What follows belongs to an exercise in optimizing a design on an open flow for small area and a short achievable clock period; a production flow would make more cautious choices.
Function was checked by simulation only, so behaviour that the tests miss may differ from the original.

Setup of old:
Design vstore_buf, start of the top module:
module vstore_buf
#(
    parameter int DEPTH  = 8,
    parameter int ADDR_W = 16,
    parameter int DATA_W = 32,
    parameter int BE_W   = DATA_W / 8,
    parameter int IDX_W  = $clog2(DEPTH)
) (
    input  logic              clk,
    input  logic              nrst,
    input  logic              flush,
    input  logic              alloc_en,
    output logic              alloc_ready,
    output logic [IDX_W-1:0]  alloc_idx,
    output logic [IDX_W:0]    tail_ptr,
    input  logic              fill_en,
    input  logic [IDX_W-1:0]  fill_idx,
    input  logic [ADDR_W-1:0] fill_addr,
    input  logic [BE_W-1:0]   fill_be,
    input  logic [DATA_W-1:0] fill_data,
    input  logic              commit_en,
    output logic              commit_err,
    input  logic              ld_en,
    input  logic [ADDR_W-1:0] ld_addr,
    input  logic [BE_W-1:0]   ld_be,
    input  logic [IDX_W:0]    ld_tail,
    output logic [BE_W-1:0]   ld_hit_be,
    output logic [DATA_W-1:0] ld_data,
    output logic              ld_stall,
    output logic              mem_req,
    output logic [ADDR_W-1:0] mem_addr,
    output logic [BE_W-1:0]   mem_be,
    output logic [DATA_W-1:0] mem_data,
    input  logic              mem_ack,
    output logic              empty,
    output logic [IDX_W:0]    count
);
For scale: about 440 flip-flops, about 190 I/O pins, roughly 22000 um^2 of cells after synthesis.
==> module vstore_fwd, before the edit <==
module vstore_fwd
#(
    parameter int DEPTH  = 8,
    parameter int ADDR_W = 16,
    parameter int BE_W   = 4,
    parameter int IDX_W  = $clog2(DEPTH)
) (
    input  logic                        ld_en,
    input  logic [ADDR_W-1:0]           ld_addr,
    input  logic [BE_W-1:0]             ld_be,
    input  logic [IDX_W:0]              ld_tail,
    input  logic [IDX_W:0]              head,
    input  logic [DEPTH-1:0]            filled,
    input  logic [DEPTH-1:0][ADDR_W-1:0] e_addr,
    input  logic [DEPTH-1:0][BE_W-1:0]   e_be,
    input  logic [DEPTH-1:0][BE_W*8-1:0] e_data,
    output logic [BE_W-1:0]             ld_hit_be,
    output logic [BE_W*8-1:0]           ld_data,
    output logic                        ld_stall
);
    logic [DEPTH-1:0] ge_h, lt_t, inwin, eq;
    logic             wrap, stall, ok;
    always_comb begin
        wrap = ld_tail[IDX_W] ^ head[IDX_W];
        for (int i = 0; i < DEPTH; i++) begin
            ge_h[i]  = IDX_W'(i) >= head[IDX_W-1:0];
            lt_t[i]  = IDX_W'(i) <  ld_tail[IDX_W-1:0];
            inwin[i] = wrap ? (ge_h[i] | lt_t[i]) : (ge_h[i] & lt_t[i]);
            eq[i]    = e_addr[i] == ld_addr;
        end
        stall    = |(inwin & ~filled);
        ok       = ld_en && !stall;
        ld_stall = ld_en && stall;
    end
    logic [DEPTH-1:0] yng [DEPTH];
    always_comb
        for (int i = 0; i < DEPTH; i++)
            for (int j = 0; j < DEPTH; j++)
                if (j > i)      yng[i][j] = !(ge_h[j] && !ge_h[i]);
                else if (j < i) yng[i][j] = ge_h[i] && !ge_h[j];
                else            yng[i][j] = 1'b0;
    for (genvar b = 0; b < BE_W; b++) begin : g_byte
        logic [DEPTH-1:0] m, sel;
        logic [7:0]       d;
        always_comb begin
            for (int i = 0; i < DEPTH; i++)
                m[i] = eq[i] && inwin[i] && e_be[i][b];
            for (int i = 0; i < DEPTH; i++)
                sel[i] = m[i] && !(|(m & yng[i]));
            d = '0;
            for (int i = 0; i < DEPTH; i++)
                d = d | ({8{sel[i]}} & e_data[i][b*8 +: 8]);
            ld_hit_be[b]      = ok && ld_be[b] && (|m);
            ld_data[b*8 +: 8] = {8{ok && ld_be[b]}} & d;
        end
    end
endmodule
clock: 9.0 ns
lec_check: 0
cap_margin: 20
core_margin: 2
core_utilization: 60
cts_cluster_diameter: 80
cts_cluster_size: 25
place_density: 0.75
setup_slack_margin: 2.5
slew_margin: 20
tns_end_percent: 5
standard.sh (not shown) runs the stock make flow with config.mk's settings and CLKGATE_MAP_FILE= SYNTH_SCRIPT=/design/flow/synth_recipe.tcl, a recipe that flattens the netlist after the stock synthesis.
==> flow/flow/run.sh <==
#!/bin/bash
# Own layout flow: the standard synthesis unchanged, then the standard
# ORFS layout with the ports buffered by plain buffers (buf_2) instead of
# the delay buffers buffer_ports would pick, and delay cells kept out of
# the resizer's choices. Each make run logs to a file of its own here.
set -uo pipefail
cd "$(dirname "$0")/.."
bash standard.sh synth > flow_synth.log 2>&1 || exit 1
export DONT_USE_CELLS="sky130_fd_sc_hd__clkdlybuf4s* sky130_fd_sc_hd__dlygate4sd*"
bash standard.sh "BUFFER_PORTS_ARGS=-buffer_cell sky130_fd_sc_hd__buf_2" finish > flow_layout.log 2>&1 || exit 1
old finished end to end and its layout was clean on timing, DRC and antenna.
## Diff of input files: new against old
diff --git a/flow/design.v b/flow/design.v
--- a/flow/design.v
+++ b/flow/design.v
@@ -27,19 +27,22 @@
     input  logic [DEPTH-1:0][BE_W*8-1:0] e_data,
     output logic [BE_W-1:0]             ld_hit_be,
     output logic [BE_W*8-1:0]           ld_data,
     output logic                        ld_stall
 );
     logic [DEPTH-1:0] ge_h, lt_t, inwin, eq;
-    logic             wrap, stall, ok;
+    logic             wrap, lt_h, stall, ok;
     always_comb begin
         wrap = ld_tail[IDX_W] ^ head[IDX_W];
         for (int i = 0; i < DEPTH; i++) begin
             ge_h[i]  = IDX_W'(i) >= head[IDX_W-1:0];
             lt_t[i]  = IDX_W'(i) <  ld_tail[IDX_W-1:0];
-            inwin[i] = wrap ? (ge_h[i] | lt_t[i]) : (ge_h[i] & lt_t[i]);
+        end
+        lt_h = |(~lt_t & ~ge_h);
+        for (int i = 0; i < DEPTH; i++) begin
+            inwin[i] = wrap ? (ge_h[i] | lt_t[i] | !lt_h) : (ge_h[i] & lt_t[i]) | lt_h;
             eq[i]    = e_addr[i] == ld_addr;
         end
         stall    = |(inwin & ~filled);
         ok       = ld_en && !stall;
         ld_stall = ld_en && stall;
     end
Results
- Going from old to new, peak supply drop dropped about 17%, number of resized instances in the post-cts repair step grew by 121.
- Delta (new minus old): final worst hold slack decreased by 3.8 ps relative to the old numbers, clock buffer count from CTS increased by 1 relative to the old numbers.
- Measured against each other, old and new differ in fraction of area in multi-input gates, the higher figure coming from new.
- Going from old to new, synthesized cell area grows by about 2.5%.
- Number of global-route vias before repair on new is up relative to old.
- When the final numbers for old and new were put side by side, the share of the clock period used by the worst path turned out to be smaller in old.
- Re critical path depth: new is 4 up on old.
- Biggest fanout along the worst timing path (higher): old
- Compared with old, in new global-route usage rose by 4.1 points; DRC violations left stayed essentially flat.

re-timing with driven ports:
The results above use ideal ports. As a check the final layouts listed here were re-extracted and re-timed, cells and wires unchanged.
Step 1 sets driving cells, clkbuf_16 on the clock port and buf_2 on the other inputs (assumed; they add their load-dependent delay and slew).
Step 2 moves the port delays by t, midway between the first and last clock arrival at a register: inputs arrive t later, outputs are due t later. That takes back most of the time a late clock gives input paths.
Slacks: ideal ports / drivers / drivers and shift; pairs: ideal ports / drivers.
run | t, ns | setup WS [ns] | hold WS [ns] | latest minus earliest clock arrival (ns)
old | 0.631 | 2.450 / 2.428 / 2.428 | 0.569 / 0.569 / 0.569 | 0.030 / 0.029
new | 0.629 | 2.340 / 2.280 / 2.280 | 0.565 / 0.565 / 0.565 | 0.031 / 0.031
After both steps every run listed still meets setup and hold. The setup slack of new, which loses most, moves by -0.060 ns with the drivers and by -0.060 ns with both steps.
